This design comes from an exercise in tuning for a short achievable clock period and few clock cycles on the open sky130 flow, not from production work. Only simulation tests tie the RTL to the original design; equivalence was not proved. Power and IR drop assume default switching activity.

`flow/design.v`:
```
package cache_geom_pkg;
    localparam int WORD_BYTES = 4;
    localparam int WORDS_PER_LINE = 4;
    localparam int LINE_ADDR_WIDTH = 12;
    typedef logic [WORD_BYTES*8-1:0] word_t;
    typedef logic [WORDS_PER_LINE*WORD_BYTES*8-1:0] line_t;
    typedef logic [LINE_ADDR_WIDTH-1:0] line_addr_t;
    typedef logic [$clog2(WORDS_PER_LINE)-1:0] word_sel_t;
    typedef logic [WORD_BYTES-1:0] word_byteen_t;
    typedef logic [WORDS_PER_LINE*WORD_BYTES-1:0] line_byteen_t;
endpackage
package cache_msg_pkg;
    localparam int REQ_TAG_WIDTH = 4;
    localparam int REQ_SEL_WIDTH = 2;
    typedef logic [REQ_TAG_WIDTH-1:0] req_tag_t;
    typedef logic [REQ_SEL_WIDTH-1:0] req_sel_t;
    typedef enum logic [0:0] {
        ctrl_run,
        ctrl_wait_fill
    } ctrl_state_e;
endpackage
module cache_tag_store #(
    parameter int NUM_LINES = 16
) (
    input  logic                       clk,
    input  logic                       rst_n,
    input  cache_geom_pkg::line_addr_t lookup_addr,
    input  logic [NUM_LINES-1:0]       lookup_sethot,   
    output logic                       hit,
    input  logic [NUM_LINES-1:0]       alloc_sethot,    
    input  cache_geom_pkg::line_addr_t alloc_addr
);
    localparam int INDEX_WIDTH = $clog2(NUM_LINES);
    localparam int TAG_WIDTH   = cache_geom_pkg::LINE_ADDR_WIDTH - INDEX_WIDTH;
    logic [NUM_LINES-1:0] valid_q;
    logic [TAG_WIDTH-1:0] tag_q [0:NUM_LINES-1];
    logic [NUM_LINES-1:0] match;
    always_comb begin
        for (int s = 0; s < NUM_LINES; s++) begin
            match[s] = valid_q[s] && (tag_q[s] == lookup_addr[cache_geom_pkg::LINE_ADDR_WIDTH-1:INDEX_WIDTH]);
        end
    end
    assign hit = |(match & lookup_sethot);
    always_ff @(posedge clk or negedge rst_n) begin
        if (!rst_n) begin
            valid_q <= '0;
        end else begin
            valid_q <= valid_q | alloc_sethot;
        end
    end
    always_ff @(posedge clk) begin
        for (int s = 0; s < NUM_LINES; s++) begin
            if (alloc_sethot[s]) begin
                tag_q[s] <= alloc_addr[cache_geom_pkg::LINE_ADDR_WIDTH-1:INDEX_WIDTH];
            end
        end
    end
endmodule
module cache_data_store #(
    parameter int NUM_LINES = 16
) (
    input  logic                         clk,
    input  logic [15:0]                  rd_sel,
    output logic [NUM_LINES/4*32-1:0]    rd_part,
    input  logic [NUM_LINES-1:0]         wr_sethot,
    input  cache_geom_pkg::line_byteen_t wr_mask,
    input  cache_geom_pkg::line_t        wr_line
);
    localparam int WORD_WIDTH = cache_geom_pkg::WORD_BYTES * 8;
    localparam int WPL        = cache_geom_pkg::WORDS_PER_LINE;
    localparam int LINE_WIDTH = WPL * WORD_WIDTH;
    localparam int LINE_BYTES = WPL * cache_geom_pkg::WORD_BYTES;
    localparam int GROUPS     = NUM_LINES / 4;
    logic [NUM_LINES*LINE_WIDTH-1:0] store_q;
    always_comb begin
        rd_part = '0;
        for (int g = 0; g < GROUPS; g++) begin
            for (int i = 0; i < 16; i++) begin
                if (rd_sel[i]) begin
                    rd_part[g*WORD_WIDTH +: WORD_WIDTH] = rd_part[g*WORD_WIDTH +: WORD_WIDTH]
                        | store_q[(g*4 + i/WPL)*LINE_WIDTH + (i%WPL)*WORD_WIDTH +: WORD_WIDTH];
                end
            end
        end
    end
    always_ff @(posedge clk) begin
        for (int s = 0; s < NUM_LINES; s++) begin
            for (int b = 0; b < LINE_BYTES; b++) begin
                if (wr_sethot[s] && wr_mask[b]) begin
                    store_q[s*LINE_WIDTH + b*8 +: 8] <= wr_line[b*8 +: 8];
                end
            end
        end
    end
endmodule
module cache_bank_ctrl #(
    parameter int NUM_LINES = 16
) (
    input  logic                        clk,
    input  logic                        rst_n,
    input  logic                        core_req_valid,
    output logic                        core_req_ready,
    input  logic                        core_req_rw,
    input  cache_geom_pkg::line_addr_t  core_req_addr,
    input  cache_geom_pkg::word_sel_t   core_req_wsel,
    input  cache_geom_pkg::word_byteen_t core_req_byteen,
    input  cache_geom_pkg::word_t       core_req_data,
    input  cache_msg_pkg::req_tag_t     core_req_tag,
    input  cache_msg_pkg::req_sel_t     core_req_idx,
    output logic                        core_rsp_valid,
    input  logic                        core_rsp_ready,
    output cache_geom_pkg::word_t       core_rsp_data,
    output cache_msg_pkg::req_tag_t     core_rsp_tag,
    output cache_msg_pkg::req_sel_t     core_rsp_idx,
    output logic                        mem_req_valid,
    input  logic                        mem_req_ready,
    output logic                        mem_req_rw,
    output cache_geom_pkg::line_addr_t  mem_req_addr,
    output cache_geom_pkg::line_byteen_t mem_req_byteen,
    output cache_geom_pkg::line_t       mem_req_data,
    input  logic                        mem_rsp_valid,
    output logic                        mem_rsp_ready,
    input  cache_geom_pkg::line_t       mem_rsp_data,
    output cache_geom_pkg::line_addr_t  tag_lookup_addr,
    output logic [NUM_LINES-1:0]        tag_lookup_sethot,
    input  logic                        tag_hit,
    output logic [NUM_LINES-1:0]        tag_alloc_sethot,
    output cache_geom_pkg::line_addr_t  tag_alloc_addr,
    output logic [15:0]                 dat_rd_sel,
    input  logic [NUM_LINES/4*32-1:0]   dat_rd_part,
    output logic [NUM_LINES-1:0]        dat_wr_sethot,
    output cache_geom_pkg::line_byteen_t dat_wr_mask,
    output cache_geom_pkg::line_t       dat_wr_line
);
    localparam int IW  = $clog2(NUM_LINES);
    localparam int WPL = cache_geom_pkg::WORDS_PER_LINE;
    localparam int WB  = cache_geom_pkg::WORD_BYTES;
    localparam int QD = 16;   
    localparam int MD = 8;    
    localparam int FD = 4;    
    localparam int RD = 4;    
    localparam int QW = $clog2(QD);
    localparam int MW = $clog2(MD);
    localparam int FW = $clog2(FD);
    localparam int RW = $clog2(RD);
    typedef logic [IW-1:0] set_t;
    function automatic cache_geom_pkg::word_t pick_word(input cache_geom_pkg::line_t l,
                                                       input cache_geom_pkg::word_sel_t sel);
        pick_word = l[sel*32 +: 32];
    endfunction
    function automatic cache_geom_pkg::line_byteen_t place_byteen(input cache_geom_pkg::word_byteen_t be,
                                                                 input cache_geom_pkg::word_sel_t sel);
        cache_geom_pkg::line_byteen_t res;
        res = '0;
        res[sel*WB +: WB] = be;
        place_byteen = res;
    endfunction
    logic                         req_rdy_q;   
    logic                         req_rdy_n;   
    logic                         a_v;
    logic [NUM_LINES-1:0]         a_sethot;
    cache_geom_pkg::line_byteen_t a_be16;
    logic                         a_rw;
    cache_geom_pkg::line_addr_t   a_addr;
    cache_geom_pkg::word_sel_t    a_wsel;
    cache_geom_pkg::word_byteen_t a_be;
    cache_geom_pkg::word_t        a_data;
    cache_msg_pkg::req_tag_t      a_tag;
    cache_msg_pkg::req_sel_t      a_idx;
    assign core_req_ready = req_rdy_q;
    always_ff @(posedge clk or negedge rst_n) begin
        if (!rst_n) a_v <= 1'b0;
        else        a_v <= core_req_valid && !req_rdy_n;
    end
    always_ff @(posedge clk) begin
        a_rw   <= core_req_rw;
        a_addr <= core_req_addr;
        a_wsel <= core_req_wsel;
        a_be   <= core_req_byteen;
        a_data <= core_req_data;
        a_tag  <= core_req_tag;
        a_idx  <= core_req_idx;
        a_sethot <= NUM_LINES'(1) << core_req_addr[IW-1:0];
        a_be16   <= place_byteen(core_req_byteen, core_req_wsel);
    end
    logic                         b_v;
    logic                         b_rw;
    cache_geom_pkg::line_addr_t   b_addr;
    cache_geom_pkg::word_sel_t    b_wsel;
    cache_geom_pkg::word_byteen_t b_be;
    cache_geom_pkg::word_t        b_data;
    cache_msg_pkg::req_tag_t      b_tag;
    cache_msg_pkg::req_sel_t      b_idx;
    logic                         b_fset;
    logic [NUM_LINES-1:0]         b_sethot;
    cache_geom_pkg::line_byteen_t b_be16;     
    logic                         b_h0, b_h1, b_q0, b_q1, b_m0, b_m1, b_al0, b_al1;
    logic                         c_alloc;    
    assign tag_lookup_addr   = a_addr;
    assign tag_lookup_sethot = a_sethot;
    logic a_faddr;
    assign a_faddr = (a_addr == b_addr);
    always_ff @(posedge clk or negedge rst_n) begin
        if (!rst_n) begin
            b_v     <= 1'b0;
            c_alloc <= 1'b0;
        end else begin
            b_v     <= a_v;
            c_alloc <= b_alloc;
        end
    end
    always_ff @(posedge clk) begin
        b_rw     <= a_rw;
        b_addr   <= a_addr;
        b_wsel   <= a_wsel;
        b_be     <= a_be;
        b_data   <= a_data;
        b_tag    <= a_tag;
        b_idx    <= a_idx;
        b_fset   <= (a_addr[IW-1:0] == b_addr[IW-1:0]);
        b_sethot <= a_sethot;
        b_be16   <= a_rw ? a_be16 : '1;
        b_h0     <= tag_hit;
        b_h1     <= a_faddr;
        b_q0     <= a_v && (!a_rw || tag_hit);
        b_q1     <= a_v && (!a_rw || a_faddr);
        b_m0     <= a_v && (a_rw || !tag_hit);
        b_m1     <= a_v && (a_rw || !a_faddr);
        b_al0    <= a_v && !a_rw && !tag_hit;
        b_al1    <= a_v && !a_rw && !a_faddr;
    end
    logic b_fwd, b_hit, b_pushq, b_pushm, b_alloc;
    assign b_fwd   = b_fset && c_alloc;
    assign b_hit   = b_fwd ? b_h1  : b_h0;
    assign b_pushq = b_fwd ? b_q1  : b_q0;
    assign b_pushm = b_fwd ? b_m1  : b_m0;
    assign b_alloc = b_fwd ? b_al1 : b_al0;
    assign tag_alloc_sethot = b_alloc ? b_sethot : '0;
    assign tag_alloc_addr   = b_addr;
    logic                         mq_rw   [0:MD-1];
    cache_geom_pkg::line_addr_t   mq_addr [0:MD-1];
    cache_geom_pkg::line_byteen_t mq_be   [0:MD-1];
    cache_geom_pkg::word_t        mq_data [0:MD-1];
    logic [MD-1:0]                mwp;         
    logic [MD-1:0]                mh;          
    logic [MW:0]                  mcount;
    logic                         mtake;
    logic mreq_v_n;   
    assign mtake = !mreq_v_n && mem_req_ready;
    logic                         mc_rw,   mn_rw;
    cache_geom_pkg::line_addr_t   mc_addr, mn_addr;
    cache_geom_pkg::line_byteen_t mc_be,   mn_be;
    cache_geom_pkg::line_t        mc_data, mn_data;
    cache_geom_pkg::word_t        mc_word, mn_word;
    always_comb begin
        mc_rw   = 1'b0;
        mc_addr = '0;
        mc_be   = '0;
        mc_word = '0;
        mn_rw   = 1'b0;
        mn_addr = '0;
        mn_be   = '0;
        mn_word = '0;
        for (int i = 0; i < MD; i++) begin
            if (mh[i]) begin
                mc_rw   = mc_rw   | mq_rw[i];
                mc_addr = mc_addr | mq_addr[i];
                mc_be   = mc_be   | mq_be[i];
                mc_word = mc_word | mq_data[i];
            end
            if (mh[(i+MD-1)%MD]) begin
                mn_rw   = mn_rw   | mq_rw[i];
                mn_addr = mn_addr | mq_addr[i];
                mn_be   = mn_be   | mq_be[i];
                mn_word = mn_word | mq_data[i];
            end
        end
        for (int b = 0; b < WPL*WB; b++) begin
            mc_data[b*8 +: 8] = mc_be[b] ? mc_word[(b%WB)*8 +: 8] : 8'h00;
            mn_data[b*8 +: 8] = mn_be[b] ? mn_word[(b%WB)*8 +: 8] : 8'h00;
        end
    end
    always_ff @(posedge clk) begin
        for (int i = 0; i < MD; i++) begin
            if (mwp[i]) begin
                mq_rw[i]   <= b_rw;
                mq_addr[i] <= b_addr;
                mq_be[i]   <= b_be16;
                mq_data[i] <= b_data;
            end
        end
        mem_req_rw     <= mtake ? mn_rw   : mc_rw;
        mem_req_addr   <= mtake ? mn_addr : mc_addr;
        mem_req_byteen <= mtake ? mn_be   : mc_be;
        mem_req_data   <= mtake ? mn_data : mc_data;
    end
    always_ff @(posedge clk or negedge rst_n) begin
        if (!rst_n) begin
            mwp           <= MD'(1);
            mh            <= MD'(1);
            mcount        <= '0;
            mem_req_valid <= 1'b0;
            mreq_v_n      <= 1'b1;
        end else begin
            if (b_pushm) mwp <= {mwp[MD-2:0], mwp[MD-1]};
            if (mtake) mh <= {mh[MD-2:0], mh[MD-1]};
            mcount        <= (b_pushm == mtake) ? mcount : b_pushm ? mcount + 1'b1 : mcount - 1'b1;
            mem_req_valid <= mtake ? (mcount > 1) : (mcount != 0);
            mreq_v_n      <= mtake ? (mcount < 2) : (mcount == 0);
        end
    end
    logic                         cq_rd   [0:QD-1];
    logic                         cq_miss [0:QD-1];
    set_t                         cq_set  [0:QD-1];
    cache_geom_pkg::word_sel_t    cq_wsel [0:QD-1];
    cache_geom_pkg::word_byteen_t cq_be   [0:QD-1];
    cache_geom_pkg::word_t        cq_data [0:QD-1];
    cache_msg_pkg::req_tag_t      cq_tag  [0:QD-1];
    cache_msg_pkg::req_sel_t      cq_idx  [0:QD-1];
    logic [QD-1:0]                qwp;         
    logic [QD-1:0]                qrp;         
    logic [QW:0]                  qcount;
    always_ff @(posedge clk) begin
        for (int i = 0; i < QD; i++) begin
            if (qwp[i]) begin
                cq_rd[i]   <= !b_rw;
                cq_miss[i] <= !b_hit;
                cq_set[i]  <= b_addr[IW-1:0];
                cq_wsel[i] <= b_wsel;
                cq_be[i]   <= b_be;
                cq_data[i] <= b_data;
                cq_tag[i]  <= b_tag;
                cq_idx[i]  <= b_idx;
            end
        end
    end
    logic                  rsp_rdy_q;   
    logic                  rsp_rdy_n;   
    cache_geom_pkg::line_t fq_line [0:FD-1];
    logic [FD-1:0]         fwp;         
    logic [FD-1:0]         frp;         
    cache_geom_pkg::line_t f_head;
    always_comb begin
        f_head = '0;
        for (int i = 0; i < FD; i++) begin
            if (frp[i]) f_head = f_head | fq_line[i];
        end
    end
    logic [FW:0]           fcount;
    logic                  fpush, fpop;
    assign mem_rsp_ready = rsp_rdy_q;
    assign fpush  = mem_rsp_valid && !rsp_rdy_n;
    always_ff @(posedge clk) begin
        for (int i = 0; i < FD; i++) begin
            if (fwp[i]) fq_line[i] <= mem_rsp_data;
        end
    end
    cache_geom_pkg::word_t   rq_data [0:RD-1];
    cache_msg_pkg::req_tag_t rq_tag  [0:RD-1];
    cache_msg_pkg::req_sel_t rq_idx  [0:RD-1];
    logic [RD-1:0]           rwp;         
    logic [RW-1:0]           rh, rh1;     
    logic [RW:0]             rcount;
    logic                    rtake, rpush;
    cache_geom_pkg::word_t   k2_word;
    logic crsp_v_n;   
    assign rtake   = !crsp_v_n && core_rsp_ready;
    logic                         k1_v;
    logic                         k1_rd, k1_miss;
    set_t                         k1_set;
    cache_geom_pkg::word_sel_t    k1_wsel;
    cache_geom_pkg::word_byteen_t k1_be;
    cache_geom_pkg::word_t        k1_data;
    cache_msg_pkg::req_tag_t      k1_tag;
    cache_msg_pkg::req_sel_t      k1_idx;
    logic [15:0]                  k1_sel;       
    logic                         k2_v;
    logic                         k2_rd, k2_miss;
    set_t                         k2_set;
    cache_geom_pkg::word_sel_t    k2_wsel;
    cache_geom_pkg::word_byteen_t k2_be;
    cache_msg_pkg::req_tag_t      k2_tag;
    cache_msg_pkg::req_sel_t      k2_idx;
    logic [NUM_LINES/4*32-1:0]    k2_part;      
    logic [NUM_LINES/4-1:0]       k2_grp;       
    cache_geom_pkg::line_t        k2_line;      
    logic [NUM_LINES-1:0]         k2_sethot;    
    cache_geom_pkg::line_byteen_t k2_mask;      
    cache_geom_pkg::word_t        k2_fwd_data;  
    cache_geom_pkg::word_byteen_t k2_fwd_be;
    logic adv1, ld1, rsp_ok, fill_ok;
    logic r_lt_m1, r_lt, f_ne, q_ne;
    logic [RW:0] rcount_next;
    logic [FW:0] fcount_next;
    logic [QW:0] qcount_next;
    assign rsp_ok  = (k2_v && k2_rd) ? r_lt_m1 : r_lt;
    assign fill_ok = f_ne;
    assign adv1    = k1_v && (!k1_rd || (rsp_ok && (!k1_miss || fill_ok)));
    assign ld1     = (!k1_v || adv1) && q_ne;
    assign fpop    = adv1 && k1_rd && k1_miss;
    assign dat_rd_sel = k1_sel;
    logic                         h_rd, h_miss;
    set_t                         h_set;
    cache_geom_pkg::word_sel_t    h_wsel;
    cache_geom_pkg::word_byteen_t h_be;
    cache_geom_pkg::word_t        h_data;
    cache_msg_pkg::req_tag_t      h_tag;
    cache_msg_pkg::req_sel_t      h_idx;
    always_comb begin
        h_rd   = 1'b0;
        h_miss = 1'b0;
        h_set  = '0;
        h_wsel = '0;
        h_be   = '0;
        h_data = '0;
        h_tag  = '0;
        h_idx  = '0;
        for (int i = 0; i < QD; i++) begin
            if (qrp[i]) begin
                h_rd   = h_rd   | cq_rd[i];
                h_miss = h_miss | cq_miss[i];
                h_set  = h_set  | cq_set[i];
                h_wsel = h_wsel | cq_wsel[i];
                h_be   = h_be   | cq_be[i];
                h_data = h_data | cq_data[i];
                h_tag  = h_tag  | cq_tag[i];
                h_idx  = h_idx  | cq_idx[i];
            end
        end
    end
    always_ff @(posedge clk) begin
        if (ld1) begin
            k1_rd   <= h_rd;
            k1_miss <= h_miss;
            k1_set  <= h_set;
            k1_wsel <= h_wsel;
            k1_be   <= h_be;
            k1_data <= h_data;
            k1_tag  <= h_tag;
            k1_idx  <= h_idx;
            k1_sel  <= 16'b1 << {h_set[1:0], h_wsel};
        end
    end
    logic k1_sameset, k1_sameword;
    assign k1_sameset  = k2_v && (k2_set == k1_set);
    assign k1_sameword = k1_sameset && (k2_wsel == k1_wsel);
    always_ff @(posedge clk) begin
        k2_rd   <= k1_rd;
        k2_miss <= k1_miss;
        k2_set  <= k1_set;
        k2_wsel <= k1_wsel;
        k2_be   <= k1_be;
        k2_tag  <= k1_tag;
        k2_idx  <= k1_idx;
        k2_part <= dat_rd_part;
        k2_grp  <= 4'b1 << k1_set[IW-1:IW-2];
        k2_line <= k1_rd ? f_head : {WPL{k1_data}};
        k2_mask <= k1_rd ? '1 : place_byteen(k1_be, k1_wsel);
        k2_fwd_data <= pick_word(k2_line, k1_wsel);
        if (k1_sameset && k2_rd && k2_miss) begin
            k2_fwd_be <= '1;
        end else if (k1_sameword && !k2_rd) begin
            k2_fwd_be <= k2_be;
        end else begin
            k2_fwd_be <= '0;
        end
    end
    always_ff @(posedge clk or negedge rst_n) begin
        if (!rst_n) begin
            k1_v      <= 1'b0;
            k2_v      <= 1'b0;
            k2_sethot <= '0;
            qrp       <= QD'(1);
        end else begin
            if (ld1) k1_v <= 1'b1;
            else if (adv1) k1_v <= 1'b0;
            if (ld1) qrp <= {qrp[QD-2:0], qrp[QD-1]};
            k2_v <= adv1;
            k2_sethot <= '0;
            if (adv1 && (!k1_rd || k1_miss)) k2_sethot[k1_set] <= 1'b1;
        end
    end
    assign dat_wr_sethot = k2_sethot;
    assign dat_wr_mask   = k2_mask;
    assign dat_wr_line   = k2_line;
    cache_geom_pkg::word_t k2_rdword;
    always_comb begin
        k2_rdword = '0;
        for (int g = 0; g < NUM_LINES/4; g++) begin
            if (k2_grp[g]) k2_rdword = k2_rdword | k2_part[g*32 +: 32];
        end
        if (k2_miss) begin
            k2_word = pick_word(k2_line, k2_wsel);
        end else begin
            for (int b = 0; b < WB; b++) begin
                k2_word[b*8 +: 8] = k2_fwd_be[b] ? k2_fwd_data[b*8 +: 8] : k2_rdword[b*8 +: 8];
            end
        end
    end
    assign rpush = k2_v && k2_rd;
    assign rcount_next = (rpush == rtake) ? rcount : rpush ? rcount + 1'b1 : rcount - 1'b1;
    assign fcount_next = (fpush == fpop)  ? fcount : fpush ? fcount + 1'b1 : fcount - 1'b1;
    assign qcount_next = (b_pushq == ld1) ? qcount : b_pushq ? qcount + 1'b1 : qcount - 1'b1;
    always_ff @(posedge clk) begin
        for (int i = 0; i < RD; i++) begin
            if (rpush && rwp[i]) begin
                rq_data[i] <= k2_word;
                rq_tag[i]  <= k2_tag;
                rq_idx[i]  <= k2_idx;
            end
        end
        core_rsp_data <= rtake ? rq_data[rh1] : rq_data[rh];
        core_rsp_tag  <= rtake ? rq_tag[rh1]  : rq_tag[rh];
        core_rsp_idx  <= rtake ? rq_idx[rh1]  : rq_idx[rh];
    end
    always_ff @(posedge clk or negedge rst_n) begin
        if (!rst_n) begin
            rwp            <= RD'(1);
            rh             <= '0;
            rh1            <= RW'(1);
            rcount         <= '0;
            r_lt_m1        <= 1'b1;
            r_lt           <= 1'b1;
            core_rsp_valid <= 1'b0;
            crsp_v_n       <= 1'b1;
        end else begin
            if (rpush) rwp <= {rwp[RD-2:0], rwp[RD-1]};
            if (rtake) begin
                rh  <= rh1;
                rh1 <= rh1 + 1'b1;
            end
            rcount         <= rcount_next;
            r_lt_m1        <= rcount_next < RD - 1;
            r_lt           <= rcount_next < RD;
            core_rsp_valid <= rtake ? (rcount > 1) : (rcount != 0);
            crsp_v_n       <= rtake ? (rcount < 2) : (rcount == 0);
        end
    end
    logic [FW+1:0] f_need;
    assign f_need = fcount + !rsp_rdy_n;
    logic [3:0] qroom, mroom, qroom_next, mroom_next;
    logic [1:0] k_land;
    assign k_land = a_v + b_v + !req_rdy_n;
    always_comb begin
        for (int k = 0; k < 4; k++) begin
            qroom_next[k] = (b_pushq == ld1) ? (qcount < QD - 1 - k) :
                            b_pushq ? (qcount < QD - 2 - k) : (qcount < QD - k);
            mroom_next[k] = (b_pushm == mtake) ? (mcount < MD - 1 - k) :
                            b_pushm ? (mcount < MD - 2 - k) : (mcount < MD - k);
        end
    end
    always_ff @(posedge clk or negedge rst_n) begin
        if (!rst_n) begin
            qroom <= '1;
            mroom <= '1;
        end else begin
            qroom <= qroom_next;
            mroom <= mroom_next;
        end
    end
    always_ff @(posedge clk or negedge rst_n) begin
        if (!rst_n) begin
            qwp       <= QD'(1);
            qcount    <= '0;
            q_ne      <= 1'b0;
            fwp       <= FD'(1);
            frp       <= FD'(1);
            fcount    <= '0;
            f_ne      <= 1'b0;
        end else begin
            if (b_pushq) qwp <= {qwp[QD-2:0], qwp[QD-1]};
            if (fpush) fwp <= {fwp[FD-2:0], fwp[FD-1]};
            if (fpop) frp <= {frp[FD-2:0], frp[FD-1]};
            qcount <= qcount_next;
            q_ne   <= b_pushq || (qcount > 1) || (q_ne && !ld1);
            fcount <= fcount_next;
            f_ne   <= fpush || (fcount > 1) || (f_ne && !fpop);
        end
    end
    always_ff @(posedge clk or negedge rst_n) begin
        if (!rst_n) begin
            req_rdy_q <= 1'b0;
            req_rdy_n <= 1'b1;
            rsp_rdy_q <= 1'b0;
            rsp_rdy_n <= 1'b1;
        end else begin
            req_rdy_q <= qroom[k_land] && mroom[k_land];
            req_rdy_n <= !(qroom[k_land] && mroom[k_land]);
            rsp_rdy_q <= (f_need < FD - 1);
            rsp_rdy_n <= !(f_need < FD - 1);
        end
    end
endmodule
module cache_bank #(
    parameter int NUM_LINES = 16
) (
    input  logic                         clk,
    input  logic                         rst_n,
    input  logic                         core_req_valid,
    output logic                         core_req_ready,
    input  logic                         core_req_rw,
    input  cache_geom_pkg::line_addr_t   core_req_addr,
    input  cache_geom_pkg::word_sel_t    core_req_wsel,
    input  cache_geom_pkg::word_byteen_t core_req_byteen,
    input  cache_geom_pkg::word_t        core_req_data,
    input  cache_msg_pkg::req_tag_t      core_req_tag,
    input  cache_msg_pkg::req_sel_t      core_req_idx,
    output logic                         core_rsp_valid,
    input  logic                         core_rsp_ready,
    output cache_geom_pkg::word_t        core_rsp_data,
    output cache_msg_pkg::req_tag_t      core_rsp_tag,
    output cache_msg_pkg::req_sel_t      core_rsp_idx,
    output logic                         mem_req_valid,
    input  logic                         mem_req_ready,
    output logic                         mem_req_rw,
    output cache_geom_pkg::line_addr_t   mem_req_addr,
    output cache_geom_pkg::line_byteen_t mem_req_byteen,
    output cache_geom_pkg::line_t        mem_req_data,
    input  logic                         mem_rsp_valid,
    output logic                         mem_rsp_ready,
    input  cache_geom_pkg::line_t        mem_rsp_data
);
    cache_geom_pkg::line_addr_t   tag_lookup_addr;
    logic [NUM_LINES-1:0]         tag_lookup_sethot;
    logic                         tag_hit;
    logic [NUM_LINES-1:0]         tag_alloc_sethot;
    cache_geom_pkg::line_addr_t   tag_alloc_addr;
    logic [15:0]                  dat_rd_sel;
    logic [NUM_LINES/4*32-1:0]    dat_rd_part;
    logic [NUM_LINES-1:0]         dat_wr_sethot;
    cache_geom_pkg::line_byteen_t dat_wr_mask;
    cache_geom_pkg::line_t        dat_wr_line;
    cache_bank_ctrl #(
        .NUM_LINES (NUM_LINES)
    ) ctrl_i (
        .clk             (clk),
        .rst_n           (rst_n),
        .core_req_valid  (core_req_valid),
        .core_req_ready  (core_req_ready),
        .core_req_rw     (core_req_rw),
        .core_req_addr   (core_req_addr),
        .core_req_wsel   (core_req_wsel),
        .core_req_byteen (core_req_byteen),
        .core_req_data   (core_req_data),
        .core_req_tag    (core_req_tag),
        .core_req_idx    (core_req_idx),
        .core_rsp_valid  (core_rsp_valid),
        .core_rsp_ready  (core_rsp_ready),
        .core_rsp_data   (core_rsp_data),
        .core_rsp_tag    (core_rsp_tag),
        .core_rsp_idx    (core_rsp_idx),
        .mem_req_valid   (mem_req_valid),
        .mem_req_ready   (mem_req_ready),
        .mem_req_rw      (mem_req_rw),
        .mem_req_addr    (mem_req_addr),
        .mem_req_byteen  (mem_req_byteen),
        .mem_req_data    (mem_req_data),
        .mem_rsp_valid   (mem_rsp_valid),
        .mem_rsp_ready   (mem_rsp_ready),
        .mem_rsp_data    (mem_rsp_data),
        .tag_lookup_addr (tag_lookup_addr),
        .tag_lookup_sethot (tag_lookup_sethot),
        .tag_hit         (tag_hit),
        .tag_alloc_sethot (tag_alloc_sethot),
        .tag_alloc_addr  (tag_alloc_addr),
        .dat_rd_sel      (dat_rd_sel),
        .dat_rd_part     (dat_rd_part),
        .dat_wr_sethot   (dat_wr_sethot),
        .dat_wr_mask     (dat_wr_mask),
        .dat_wr_line     (dat_wr_line)
    );
    cache_tag_store #(
        .NUM_LINES (NUM_LINES)
    ) tag_store_i (
        .clk         (clk),
        .rst_n       (rst_n),
        .lookup_addr (tag_lookup_addr),
        .lookup_sethot (tag_lookup_sethot),
        .hit         (tag_hit),
        .alloc_sethot (tag_alloc_sethot),
        .alloc_addr  (tag_alloc_addr)
    );
    cache_data_store #(
        .NUM_LINES (NUM_LINES)
    ) data_store_i (
        .clk       (clk),
        .rd_sel    (dat_rd_sel),
        .rd_part   (dat_rd_part),
        .wr_sethot (dat_wr_sethot),
        .wr_mask   (dat_wr_mask),
        .wr_line   (dat_wr_line)
    );
endmodule
```
`flow/constraint.sdc`:
```
create_clock -name core_clock -period 5.2 [get_ports {clk}]
set_input_delay 1.0400 -clock core_clock [delete_from_list [all_inputs] [get_ports {clk}]]
set_output_delay 1.0400 -clock core_clock [all_outputs]
set_load 0.01 [all_outputs]
```
`flow/run.sh`:
```
#!/bin/bash
# synth_recipe.tcl (not shown) runs the flow's synth.tcl, then flattens the netlist and writes it again
# the make line also repeats each setting of config.mk as NAME=value (left out here)
make -C /OpenROAD-flow-scripts/flow DESIGN_CONFIG=/design/flow/config.mk WORK_HOME=/design/flow/orfs CLKGATE_MAP_FILE= SYNTH_SCRIPT=/design/flow/synth_recipe.tcl finish
```
`flow/config.mk`:
```
export PLATFORM = sky130hd
export DESIGN_NAME = cache_bank
export DESIGN_NICKNAME = cache_bank
export VERILOG_FILES = /design/flow/design.v
export SDC_FILE = /design/flow/constraint.sdc
export NUM_CORES = 4
export LEC_CHECK = 0
export ABC_CLOCK_PERIOD_IN_PS = 2000
export CAP_MARGIN = 20
export CORE_MARGIN = 2
export CORE_UTILIZATION = 50
export CTS_CLUSTER_DIAMETER = 150
export CTS_CLUSTER_SIZE = 24
export SETUP_SLACK_MARGIN = 2.6
export SLEW_MARGIN = 20
```
==> results of run 1 <==
-- flip-flops by register name, indices dropped and copies added, names as in the netlist, 96 cells and up --
name	count
ctrl_i.fq_line	512
ctrl_i.mem_req_data	128
tag_store_i.tag_q	128
data_store_i.store_q	2048
ctrl_i.mq_addr	96
ctrl_i.k2_part	128
ctrl_i.k2_line	128
ctrl_i.mq_data	256
ctrl_i.rq_data	128
ctrl_i.mq_be	128
ctrl_i.cq_data	512
-- what timing repair did --
action | CTS | global route
setup endpoints to repair | 472 | 65
buffers inserted | 9 | 4
pin swaps | 1 | 0
hold buffers | 1 | 0
endpoints found under the hold margin | 6 | 0
gates resized for setup | 1086 | 11
cloned | 0 | 0
-- Yosys cell counts (32+ instances only) --
cell      count  area [um^2]
nand3_1      53        265.3
a22o_1      730         6394
mux4_2      102         2297
dfxtp_1     712        14250
nor2_1      144        540.5
a41o_1       32        320.3
dfrtp_1     114         2853
a221oi_1    730         6394
nand4_1     216         1351
clkbuf_1    560         2102
and4_1       64        560.5
and2_1      295         1846
a31oi_1     145        907.1
o21ai_0     119        595.6
o22ai_1     131        819.5
inv_1        40        150.1
edfxtp_1   4194       125900
a222oi_1    168         1682
xor2_1       72        630.6
xnor2_1      83        727.0
a21oi_1      57        285.3
buf_1        89        334.1
a22oi_1     519         3896
nand2_1     390         1464
-- layer usage --
metal  global-route usage [%]  wire length (um)  vias to the layer above
li1                         -                 -                    41868
met1                    42.66            217400                    54678
met2                    49.98            273000                     6862
met3                    6.966             66790                     1002
met4                    10.30             22440                       48
met5                        0               318                        -
-- cell type report --
class,count,area [um^2],share of cell area (%)
flip-flops and latches,5042,144100,73.49
multi-input cells,4254,32670,16.66
clock buffers,428,6669,3.402
repair buffers,744,6310,3.218
well taps,4751,5944,3.032
inverters,41,180.2,0.09190
clock inverters,8,152.6,0.07786
diodes,17,42.54,0.02170
-- kinds of logic after synthesis --
group	share of synthesized area [%]
buf+inv	1.617
flops	80.18
fa+ha+maj	0.2068
simple gates	3.770
mux	1.389
compound gates	12.08
xor+xnor	0.7579
-- power by group through the flow --
stage / logic, mW / clock network [mW] / registers, mW
after global placement: 13.2 / 0 / 50.4
after CTS: 13.5 / 21.3 / 49.5
final: 13.7 / 21.1 / 49.6
after floorplan: 5.84 / 0 / 49.4
after detailed placement: 13.4 / 0 / 50.4
after global routing: 14.1 / 22.6 / 49.7
-- final timing paths --
kind / start / end / slack [ns] / cells after the start
hold reg to reg: ctrl_i.a_tag[1]$_DFF_P_ / ctrl_i.b_tag[1]$_DFF_P_ / 0.33 / 0
max in group asynchronous: rst_n / ctrl_i.fwp[2]$_DFFE_PN0P_ / 3.57 / 3
min in group asynchronous: rst_n / tag_store_i.valid_q[3]$_DFF_PN0_ / 0.58 / 2
setup reg to reg: ctrl_i.k1_sel[12]$_SDFFCE_PN0P_ / ctrl_i.k2_part[60]$_DFF_P_ / 2.63 / 5
hold / removal: ctrl_i.a_tag[1]$_DFF_P_ / ctrl_i.b_tag[1]$_DFF_P_ / 0.33 / 0
setup / recovery: ctrl_i.mem_req_data[48]$_DFF_P_ / mem_req_data[48] / 2.56 / 1
-- metrics by stage --
step | power (mW) | setup slack, ns | utilization (%)
final | 84.43 | 2.557 | 55.04
after floorplan | 55.25 | 2.652 | -
after CTS | 84.28 | 2.397 | 54.99
after detailed placement | 63.85 | 2.073 | 53.15
after global routing | 86.45 | 2.517 | 55.03
after global placement | 63.64 | 2.061 | 53.14
==> impl_metrics.toml, run 1 <==
[layout]
fillers = 27377
drive_above_1_share_pct = 11.27
nets = 10535
layout_commonest_cell = "edfxtp_1"
instances_no_fill = 15285
fin_area_um2 = 196100
area_delta_synth_final_pct = 9.454
final_cell_mix = "edfxtp_1, a22o_1, a221oi_1, dfxtp_1, a22oi_1"

[placement]
placed_cells = 14818
placed_area_um2 = 189300
gp_congestion = 0.9078
io_buffers = 389
hpwlAfterDp_mm = 344.2

[logic_synthesis]
ys_seq_elements = 5042
synthFlopType = "edfxtp_1"
synthCells = 10031
synth.avg_cell_area_um2 = 17.86
syn_area_um2 = 179100
synthArstFlopShare_pct = 2.697
syn-num-nets = 10251
ys_seq_area_share_pct = 80.18
yosysWarnings = 20
synth_edf_count = 4194
synth_cell_types = 59

[detailed_routing]
first_pass_iters = 10
wirelength_mm = 580.0
ant_nets = 0
initialDrtViolationCount = 15834
drc = 0
num_vias = 104458
post_drt_wl_per_cell_um = 37.94
via_per_inst = 6.834

[timing]
slew_viol_final = 0
rsz0062_at_grt = "yes"
holdWs_ns = 0.3287
finalSetupViolCount = 0
fin_crit_ns = 2.643
relSlewSlack_pct = 21.65
finalHoldViolCount = 0
tns_ns = 0
max_freq_mhz = 378.4
fin_crit_sh_pct = 50.83
worst_pin_slew_ns = 1.175
finalClockSkew_ns = 0.06740

[critical_path]
critPathArrivalTime_ns = 1.60
critPathSlowestCell = "dfxtp_2"
crit_path_max_incr_delay_ns = 0.41
cp-end-kind = "output port"
cp_top_family = "flip-flops"
criticalPathCategory = "reg -> out"
critPathRequiredTime_ns = 4.16
crit_fanout = 1
crit_chain = "buf_4"
crit_buf_inv = 1
cp-start-kind = "register"

[power]
leakage_nw = 62.26
clock_power_share_pct = 25.0
comb_power_share_pct = 16.2
pwr-share-seq_pct = 58.7
p_sw_mw = 24.47
swShare_pct = 28.98
intPower_mw = 59.96
power_density_nw_per_um2 = 430.6
irDropWorstVdd_mv = 0.3072

[cts]
cts_tree = "yes"
clk_latency_ns = 1.01
cts_buffers = 232
cts_sinks = 5042
ctsLongestPathBuffers = 4
clkTransAtPathRegs_ns = 0.09
cts_root_buf = "clkbuf_16"
h-tree-depth = 4

[die]
core_area_um2 = 356200
die_h_um = 602.5
start_util_pct = 50.28
io_pins = 390
dieArea_um2 = 363000
dieWidth_um = 602.5
rows = 219

[global_routing]
track_usage_pct = 31.24
grt_max_degree = 101
overflow = 0
grt_pass1_wl_mm = 800.3
antenna_found_initial = 68
grt_pass1_vias = 100511

[flow_run]
cap_violations = 0

[run_status]
status = "no timing/DRC/antenna violations"

[min_path]
hold_path_class = "reg -> reg"
Testbench counts, summed over its fixed seeds: cycles 24,178.
==> run 2, diff against run 1 <==
--- a/flow/config.mk
+++ b/flow/config.mk
@@ -12,4 +12,4 @@
 export CTS_CLUSTER_DIAMETER = 150
 export CTS_CLUSTER_SIZE = 24
-export SETUP_SLACK_MARGIN = 2.6
+export SETUP_SLACK_MARGIN = 2.75
 export SLEW_MARGIN = 20
==> run 2 against run 1 <==
Against the previous run: flip-flop and latch count is the same; largest cell class unchanged; clock-buffer cell count fell by 4; clock skew up 0.020 ns; critical endpoint is now mem_rsp_ready; first-iteration DRC count rose by 2.0%; die area did not move; clock power barely moved; critical path depth unchanged; still clean on timing, DRC and antenna; worst setup slack got worse by 0.023 ns; non-clock buffer count shrank 23.
==> impl_metrics.toml, run 2 <==
[detailed_routing]
first_pass_iters = 11
ant_nets = 0
num_vias = 104629
post_drt_wl_per_cell_um = 38.12
initialDrtViolationCount = 16143
drc = 0
wirelength_mm = 582.0
via_per_inst = 6.852

[layout]
fillers = 27301
largest_register = "data_store_i.store_q"
drive_above_1_share_pct = 11.81
layout_commonest_cell = "edfxtp_1"
largestRegisters = "data_store_i.store_q x2048, ctrl_i.cq_data x512, ctrl_i.fq_line x512"
fin_area_um2 = 197300
final_cell_mix = "edfxtp_1, a22o_1, a221oi_1, a22oi_1, dfxtp_1"
nets = 10514
largest_reg_flops = 2048
area_delta_synth_final_pct = 10.15

[cts]
cts_sinks = 5042
cts_buffers = 232
h-tree-depth = 4
clk_latency_ns = 1.01
ctsLongestPathBuffers = 4
cts_root_buf = "clkbuf_16"
clkTransAtPathRegs_ns = 0.10
cts_tree = "yes"

[die]
dieArea_um2 = 363000
rows = 219
start_util_pct = 50.28
io_pins = 390
die_h_um = 602.5
core_area_um2 = 356200
dieWidth_um = 602.5

[placement]
hpwlAfterDp_mm = 339.1
dp_slack_ns = 1.975
placed_area_um2 = 189100
io_buffers = 389
gp_congestion = 0.8828

[logic_synthesis]
syn_area_um2 = 179100
synth-simple-area-share_pct = 3.770
synthCells = 10031
synth_common_cells = "edfxtp_1, a221oi_1, a22o_1"
ys_seq_elements = 5042
synth_area_leaders = "edfxtp_1, dfxtp_1, a221oi_1"
synth_most_common_cell = "edfxtp_1"
synth_compound_area_share_pct = 12.08
synth_edf_count = 4194
synth_cell_types = 59
yosys.area_share.adder_pct = 0.2068
yosysTopAreaCell = "edfxtp_1"
synth_mux_area_share_pct = 1.389
ys_seq_area_share_pct = 80.18
synthFlopType = "edfxtp_1"
synth_top_family_by_area = "compound AO/OA/AOI/OAI gates"
yosys.area_share.xor_xnor_pct = 0.7579
synth.avg_cell_area_um2 = 17.86
syn-num-nets = 10251
synth_top_area_share_pct = 70.31
synthArstFlopShare_pct = 2.697
yosysWarnings = 20

[critical_path]
r2r_setup_slack_ns = 2.69
crit_buf_inv = 1
critPathRequiredTime_ns = 4.16
cp-start-kind = "register"
critPathArrivalTime_ns = 1.63
critPathSlowestCell = "dfrtp_2"
criticalPathCategory = "reg -> out"
cp-startpoint = "ctrl_i.rsp_rdy_q$_DFF_PN0_"
cp_top_family = "flip-flops"
crit_path_max_incr_delay_ns = 0.49
cp-end-kind = "output port"
crit_fanout = 1
reg2reg_from = "ctrl_i.c_alloc$_DFF_PN0_"
crit_chain = "buf_6"

[power]
leakage_nw = 62.39
irDropWorstVdd_mv = 0.3492
power_density_nw_per_um2 = 428.0

[timing]
tns_ns = 0
slew_viol_final = 0
setup_ws_ns = 2.534
finalClockSkew_ns = 0.08774
finalSetupViolCount = 0
fin_crit_sh_pct = 51.27
rsz0062_at_grt = "yes"
finalHoldViolCount = 0
max_freq_mhz = 375.1
fin_crit_ns = 2.666
relSlewSlack_pct = 13.30
worst_pin_slew_ns = 1.300

[global_routing]
grt_pass1_wl_mm = 800.0
antenna_found_initial = 79
overflow = 0
grt_max_degree = 114
track_usage_pct = 31.26
grt_pass1_vias = 101156

[run_status]
status = "no timing/DRC/antenna violations"

[min_path]
worstHoldStart = "ctrl_i.a_data[17]$_DFF_P_"
hold_path_class = "reg -> reg"

[flow_run]
cap_violations = 0
run 2: where the power goes:
group / switching [mW] / internal (mW) / total, mW
Clock: 12.4 / 8.69 / 21.1
Sequential: 2.44 / 47.3 / 49.8
Combinational: 9.65 / 3.98 / 13.6
Total: 24.5 / 60.0 / 84.4
run 2: timing repair:
action                                   CTS  global route
buffers inserted                          11            14
gates cloned                               1             1
endpoints found under the setup margin   570           373
endpoints found under the hold margin      0            14
gates resized for setup                 1353            43
hold buffers                               0             1
pin swaps                                  1             1
run 2: worst paths after layout:
path | cells after the start | end
max | 1 | mem_rsp_ready
min reg2reg | 0 | ctrl_i.b_data[17]$_DFF_P_
min | 0 | ctrl_i.b_data[17]$_DFF_P_
max in group asynchronous | 4 | ctrl_i.fwp[0]$_DFFE_PN1P_
max reg2reg | 6 | ctrl_i.mroom[1]$_DFF_PN1_
min in group asynchronous | 2 | tag_store_i.valid_q[3]$_DFF_PN0_
run 2: routing by layer:
layer,global-route usage [%],vias to the layer above,wire length (um)
met5,0,-,379
met4,12.57,52,26970
met3,6.959,1065,67630
met2,49.43,6968,270900
met1,42.30,54706,216100
li1,-,41838,-
run 2: area by class of cell:
type	instances	area (um^2)	share of cell area, %
Clock buffer	424	6611	3.351
Multi-Input combinational cell	4255	32760	16.61
Sequential cell	5042	144300	73.14
Timing Repair Buffer	721	7271	3.685
Inverter	41	180.2	0.09132
Tap cell	4751	5944	3.013
Clock inverter	9	147.6	0.07483
Timing Repair inverter	1	8.758	0.004439
Antenna cell	25	62.56	0.03171
run 2: cell families (layout without fill, tap and decap cells):
family          after synthesis  after routing
other cells                   0             25
flops                      5042           5042
fa+ha+maj                    29             29
buf+inv                     735           1196
xor+xnor                    155            155
compound gates             2675           2675
simple gates               1276           1276
mux                         119            120
run 2: per-stage QoR:
step | cells | total power, mW | utilization [%] | hold slack [ns]
finish | 15269 | 84.45 | 55.39 | 0.3263
global route | 15255 | 86.39 | 55.38 | 0.3301
CTS | 15226 | 84.27 | 55.25 | 0.1082
floorplan | 10031 | 55.25 | - | 0.3096
global placement | 14780 | 63.48 | 53.08 | 0.3103
detailed placement | 14781 | 63.71 | 53.08 | 0.3121
==> run 3, diff against run 2 <==
--- a/flow/config.mk
+++ b/flow/config.mk
@@ -12,4 +12,4 @@
 export CTS_CLUSTER_DIAMETER = 150
 export CTS_CLUSTER_SIZE = 24
-export SETUP_SLACK_MARGIN = 2.75
+export SETUP_SLACK_MARGIN = 2.9
 export SLEW_MARGIN = 20
==> run 3 against run 2 <==
Against the previous run: still clean; utilization up 0.24 points; synthesized cell count unchanged; via count up 0.71%; fmax down 2.0%; sequential power about the same; flip-flop and latch count unchanged; critical path depth unchanged; global-route usage up 0.37 points; critical endpoint unchanged; highest routed layer unchanged.
==> impl_metrics.toml, run 3 <==
[critical_path]
critPathSlowestCell = "dfrtp_2"
crit_path_max_incr_delay_ns = 0.50
crit_chain = "buf_6"
cp-end-kind = "output port"
crit_fanout = 1
cp_top_family = "flip-flops"
cp-start-kind = "register"
critPathRequiredTime_ns = 4.16
criticalPathCategory = "reg -> out"
crit_buf_inv = 1
critPathArrivalTime_ns = 1.68

[timing]
finalSetupViolCount = 0
relSlewSlack_pct = 15.14
worst_pin_slew_ns = 1.273
tns_ns = 0
finalClockSkew_ns = 0.1137
max_freq_mhz = 367.6
slew_viol_final = 0
finalHoldViolCount = 0
holdWs_ns = 0.3308
rsz0062_at_grt = "yes"
fin_crit_ns = 2.720
fin_crit_sh_pct = 52.31

[detailed_routing]
initialDrtViolationCount = 17151
wirelength_mm = 588.2
post_drt_wl_per_cell_um = 38.32
ant_nets = 0
via_per_inst = 6.866
drc = 0
num_vias = 105373
first_pass_iters = 8

[logic_synthesis]
synth_edf_count = 4194
ys_seq_elements = 5042
synth_area_leaders = "edfxtp_1, dfxtp_1, a221oi_1"
synth.avg_cell_area_um2 = 17.86
synthArstFlopShare_pct = 2.697
syn_area_um2 = 179100
syn-num-nets = 10251
synth_cell_types = 59
synthCells = 10031
synthFlopType = "edfxtp_1"
yosysTopAreaCell = "edfxtp_1"
synth_common_cells = "edfxtp_1, a221oi_1, a22o_1"
yosysWarnings = 20
synth_top_area_share_pct = 70.31
synth_most_common_cell = "edfxtp_1"
ys_seq_area_share_pct = 80.18

[die]
start_util_pct = 50.28
dieArea_um2 = 363000
die_h_um = 602.5
rows = 219
dieWidth_um = 602.5
core_area_um2 = 356200
io_pins = 390

[power]
power_density_nw_per_um2 = 428.6
irDropWorstVdd_mv = 0.3223
total_power_mw = 84.93
leakage_nw = 62.79

[placement]
hpwlAfterDp_mm = 340.4
placed_area_um2 = 189200
gp_congestion = 0.9027
io_buffers = 389

[global_routing]
antenna_found_initial = 90
track_usage_pct = 31.64
grt_pass1_wl_mm = 808.9
grt_max_degree = 131
overflow = 0
grt_pass1_vias = 101156

[layout]
seq_area_um2 = 144300
drive_above_1_share_pct = 12.51
fin_util_pct = 55.63
area_delta_synth_final_pct = 10.62
final_cell_mix = "edfxtp_1, a22o_1, a221oi_1, a22oi_1, dfxtp_1"
multi_input_area_um2 = 32900
layout_commonest_cell = "edfxtp_1"
largestRegisters = "data_store_i.store_q x2048, ctrl_i.cq_data x512, ctrl_i.fq_line x512"
fillers = 27299
largest_reg_flops = 2048
fin_area_um2 = 198100
nets = 10570
largest_register = "data_store_i.store_q"

[flow_run]
cap_violations = 0

[cts]
h-tree-depth = 4
clk_latency_ns = 1.03
cts_sinks = 5042
cts_root_buf = "clkbuf_16"
clkTransAtPathRegs_ns = 0.09
ctsLongestPathBuffers = 4
cts_buffers = 232
cts_tree = "yes"

[run_status]
status = "no timing/DRC/antenna violations"

[min_path]
hold_path_class = "reg -> reg"
==> run 3: routing by layer <==
metal,up-vias,track usage [%],routed length [um]
li1,41975,-,-
met1,54934,43.20,219500
met2,7207,49.33,270800
met3,1205,7.081,68980
met4,52,13.23,28480
met5,-,0,329
==> run 3: cells by family after synthesis <==
logic type,after synthesis,share of synthesized area [%]
flops,5042,80.18
buf+inv,735,1.617
simple gates,1276,3.770
fa+ha+maj,29,0.2068
compound gates,2675,12.08
xor+xnor,155,0.7579
mux,119,1.389
==> run 3: where the power goes <==
part,leakage [nW],switching (mW),internal (mW),total [mW]
registers,45.9,2.32,47.3,49.6
clock network,3.19,12.4,8.70,21.1
logic,13.7,10.0,4.17,14.2
==> run 3: cell type report <==
| class | count | area share, % |
|---|---|---|
| Sequential cell | 5042 | 72.84 |
| Multi-Input combinational cell | 4254 | 16.60 |
| Antenna cell | 44 | 0.05557 |
| Clock buffer | 429 | 3.346 |
| Timing Repair Buffer | 779 | 3.999 |
| Clock inverter | 8 | 0.07135 |
| Tap cell | 4751 | 3.000 |
| Inverter | 41 | 0.09093 |
==> run 3: per-stage QoR <==
stage               worst slack (ns)  instances
floorplan                      2.994      10031
global placement               2.206      14799
detailed placement             2.159      14799
CTS                            2.437      15284
global route                   2.468      15317
finish                         2.480      15348
==> run 3: path summary, 6_finish.rpt <==
check                                           startpoint                          endpoint  slack (ns)  cells past startpoint
max                             ctrl_i.rsp_rdy_q$_DFF_PN0_                     mem_rsp_ready        2.48                      1
min                               ctrl_i.a_data[9]$_DFF_P_          ctrl_i.b_data[9]$_DFF_P_        0.33                      0
max reg2reg                ctrl_i.k1_sel[12]$_SDFFCE_PN0P_        ctrl_i.k2_part[94]$_DFF_P_        2.78                      4
min reg2reg                       ctrl_i.a_data[9]$_DFF_P_          ctrl_i.b_data[9]$_DFF_P_        0.33                      0
max in group asynchronous                            rst_n         ctrl_i.frp[2]$_DFFE_PN0P_        3.46                      3
min in group asynchronous                            rst_n  tag_store_i.valid_q[2]$_DFF_PN0_        0.63                      2
==> run 3: what timing repair did <==
action | CTS | global route
endpoints found under the hold margin | 1 | 0
resized for setup | 1374 | 74
hold buffers | 1 | 0
pin swaps | 2 | 10
setup buffers | 46 | 20
setup endpoints to repair | 693 | 432
cloned | 1 | 0
==> run 3: worst reg2reg max path: cells and delay by family (launching register included) <==
kind / cells / cell delay (ns)
flip-flops: 1 / 0.45
AND/OR/NAND/NOR: 1 / 0.33
AO/OA/AOI/OAI: 2 / 1.23
buffers and inverters: 1 / 0.21
==> run 4, diff against run 3 <==
==> flow/config.mk (replaced) <==
export PLATFORM = sky130hd
export DESIGN_NAME = cache_bank
export DESIGN_NICKNAME = cache_bank
export VERILOG_FILES = /design/flow/design.v
export SDC_FILE = /design/flow/constraint.sdc
export NUM_CORES = 4
export LEC_CHECK = 0
export ABC_CLOCK_PERIOD_IN_PS = 1800
export CAP_MARGIN = 20
export CORE_MARGIN = 2
export CORE_UTILIZATION = 55
export CTS_CLUSTER_DIAMETER = 120
export CTS_CLUSTER_SIZE = 20
export SETUP_SLACK_MARGIN = 2.75
export SLEW_MARGIN = 20
==> run 4 against run 3 <==
Against the previous run: critical path type unchanged; largest cell class unchanged; worst hold slack got worse by 0.014 ns; total power rose by 2.4%; fmax rose by 5.3%; critical path depth did not move; utilization rose by 5.6 points; first-iteration DRC count fell by 8.3%; synthesized cell count did not move; largest power group unchanged; worst setup slack improved by 0.14 ns.
==> impl_metrics.toml, run 4 <==
[cts]
clkTransAtPathRegs_ns = 0.08
clk_latency_ns = 0.94
cts_root_buf = "clkbuf_16"
h-tree-depth = 5
cts_buffers = 290
ctsLongestPathBuffers = 4
cts_tree = "yes"
cts_sinks = 5042

[layout]
fillers = 23217
largestRegisters = "data_store_i.store_q x2048, ctrl_i.cq_data x512, ctrl_i.fq_line x512"
largest_register = "data_store_i.store_q"
final_cell_mix = "edfxtp_1, a22o_1, a221oi_1, dfxtp_1, a22oi_1"
largest_reg_flops = 2048
drive_above_1_share_pct = 12.25
area_delta_synth_final_pct = 10.80
layout_commonest_cell = "edfxtp_1"
instances_no_fill = 14982
nets = 10592

[timing]
tns_ns = 0
finalSetupViolCount = 0
finalClockSkew_ns = 0.04817
holdWs_ns = 0.3163
setup_ws_ns = 2.618
finalHoldViolCount = 0
fin_crit_ns = 2.582
slew_viol_final = 0
rsz0062_at_grt = "yes"
worst_pin_slew_ns = 1.254
fin_crit_sh_pct = 49.66
max_freq_mhz = 387.2
relSlewSlack_pct = 16.37

[detailed_routing]
via_per_inst = 6.981
num_vias = 104584
initialDrtViolationCount = 15722
wirelength_mm = 578.4
ant_nets = 0
post_drt_wl_per_cell_um = 38.61
first_pass_iters = 10
drc = 0

[logic_synthesis]
synth-simple-area-share_pct = 3.770
synth_cell_types = 59
synth_compound_area_share_pct = 12.08
yosysTopAreaCell = "edfxtp_1"
syn-num-nets = 10251
synth_edf_count = 4194
synth_area_leaders = "edfxtp_1, dfxtp_1, a221oi_1"
synth_mux_area_share_pct = 1.389
synth_most_common_cell = "edfxtp_1"
ys_seq_area_share_pct = 80.18
synth_top_area_share_pct = 70.31
synthArstFlopShare_pct = 2.697
synth_common_cells = "edfxtp_1, a221oi_1, a22o_1"
synthFlopType = "edfxtp_1"
synth.avg_cell_area_um2 = 17.86
ys_seq_elements = 5042
synthCells = 10031
yosysWarnings = 20
synth_top_family_by_area = "compound AO/OA/AOI/OAI gates"
yosys.area_share.adder_pct = 0.2068
yosys.area_share.xor_xnor_pct = 0.7579
syn_area_um2 = 179100

[placement]
io_buffers = 389
dp_slack_ns = 1.670
placed_cells = 14377
gp_congestion = 0.8901
hpwlAfterDp_mm = 341.6

[die]
dieWidth_um = 574.7
dieArea_um2 = 330300
io_pins = 390
die_h_um = 574.7
start_util_pct = 55.28
rows = 209
core_area_um2 = 324000

[critical_path]
critPathSlowestCell = "dfrtp_2"
criticalPathCategory = "reg -> out"
critPathRequiredTime_ns = 4.16
crit_fanout = 1
crit_buf_inv = 1
cp_top_family = "flip-flops"
cp-end-kind = "output port"
reg2reg_depth = 3
cp.depth = 1
crit_path_max_incr_delay_ns = 0.47
r2r_setup_slack_ns = 2.66
cp-start-kind = "register"
critPathArrivalTime_ns = 1.54
crit_chain = "buf_6"

[flow_run]
cap_violations = 0

[global_routing]
track_usage_pct = 34.35
grt_max_degree = 126
antenna_found_initial = 82
overflow = 0
grt_pass1_wl_mm = 797.8
grt_pass1_vias = 100664

[run_status]
status = "no timing/DRC/antenna violations"

[min_path]
hold_path_depth = 0
hold_path_class = "reg -> reg"

[power]
power_density_nw_per_um2 = 438.2
irDropWorstVdd_mv = 0.2919
leakage_nw = 63.27
-- run 4: cell types whose count changed in the layout (fill, tap and decap cells not counted), moves of 16 or more --
cell | previous run | this run
buf_6 | 202 | 185
dfxtp_4 | 97 | 38
clkbuf_1 | 193 | 213
dfxtp_2 | 125 | 152
buf_4 | 309 | 293
clkbuf_16 | 236 | 301
dfxtp_1 | 490 | 522
-- run 4: cell type report --
class	instances	area (um^2)	area share [%]
well taps	4325	5411	2.727
flip-flops and latches	5042	144100	72.63
repair buffers	742	7371	3.714
multi-input cells	4254	32750	16.50
clock inverters	12	140.1	0.07061
diodes	51	127.6	0.06431
clock buffers	514	8332	4.198
inverters	41	173.9	0.08763
repair inverters	1	8.758	0.004413
-- run 4: path summary, 6_finish.rpt --
kind                                            startpoint                        endpoint
worst max-delay path            ctrl_i.rsp_rdy_q$_DFF_PN0_                   mem_rsp_ready
worst min-delay path             ctrl_i.a_data[25]$_DFF_P_       ctrl_i.b_data[25]$_DFF_P_
worst max register to register      ctrl_i.k2_miss$_DFF_P_  ctrl_i.rq_data[0][2]$_DFFE_PP_
worst min register to register   ctrl_i.a_data[25]$_DFF_P_       ctrl_i.b_data[25]$_DFF_P_
max in group asynchronous                            rst_n        ctrl_i.rh[0]$_DFFE_PN0P_
min in group asynchronous                            rst_n      ctrl_i.qrp[14]$_DFFE_PN0P_
-- run 4: where the power goes --
part           switching (mW)  internal, mW  total [mW]  leakage [nW]
registers                2.25          47.3        49.5          45.9
clock network            12.9          11.0        23.9          4.03
logic                    9.53          4.05        13.6          13.4
-- run 4: cells by family (layout without fill, tap and decap cells) --
kind of cell,after synthesis,in the layout
flops,5042,5042
compound gates,2675,2675
simple gates,1276,1276
buf+inv,735,1310
xor+xnor,155,155
mux,119,119
fa+ha+maj,29,29
other cells,0,51
-- run 4: per-stage QoR --
step	util [%]	cell area, um^2	total power [mW]
after floorplan	-	179100	55.25
after global placement	58.27	188800	63.24
after detailed placement	58.29	188800	63.46
after CTS	61.14	198100	86.82
after global routing	61.25	198400	89.06
final	61.25	198500	86.96
-- run 4: repair_timing --
action	CTS	global route
pin swaps	2	3
hold buffers	1	0
endpoints found under the setup margin	551	172
buffers inserted	14	12
resized for setup	1274	20
cloned	1	0
endpoints found under the hold margin	9	0
-- run 4: routing by layer --
layer / vias to the layer above / GRT usage, % / share of wire, % / wire [um]
met2: 6923 / 53.48 / 46 / 268600
li1: 42094 / - / - / -
met3: 1103 / 7.015 / 11 / 63780
met1: 54414 / 47.27 / 37 / 216700
met5: - / 0 / 0.052 / 300
met4: 50 / 15.32 / 5.0 / 29010

[port drivers added, routing unchanged]
In the flow no input, the clock included, has a driving cell. The finished layouts below were timed again as built, in two steps.
Step 1, drivers: a clkbuf_16 drives clk and a buf_2 each remaining input, both assumed.
Step 2 moves the port delays by t, midway between the first and last clock arrival at a register: inputs arrive t later, outputs are due t later. That takes back most of the time a late clock gives input paths.
Slacks: ideal ports / drivers / drivers and shift; pairs: ideal ports / drivers.
| run | t (ns) | slack for setup (ns) | latest minus earliest clock arrival (ns) |
|---|---|---|---|
| run 1 | 1.091 | 2.557 / 2.444 / 2.005 | 0.069 / 0.069 |
| run 2 | 1.075 | 2.534 / 2.423 / 2.182 | 0.093 / 0.093 |
| run 3 | 1.090 | 2.480 / 2.359 / 2.226 | 0.127 / 0.127 |
| run 4 | 1.034 | 2.618 / 2.503 / 1.962 | 0.059 / 0.059 |
After both steps setup and hold are still met in every run listed. The setup slack of run 4, which loses most, moves by -0.115 ns with the drivers and by -0.656 ns with both steps.
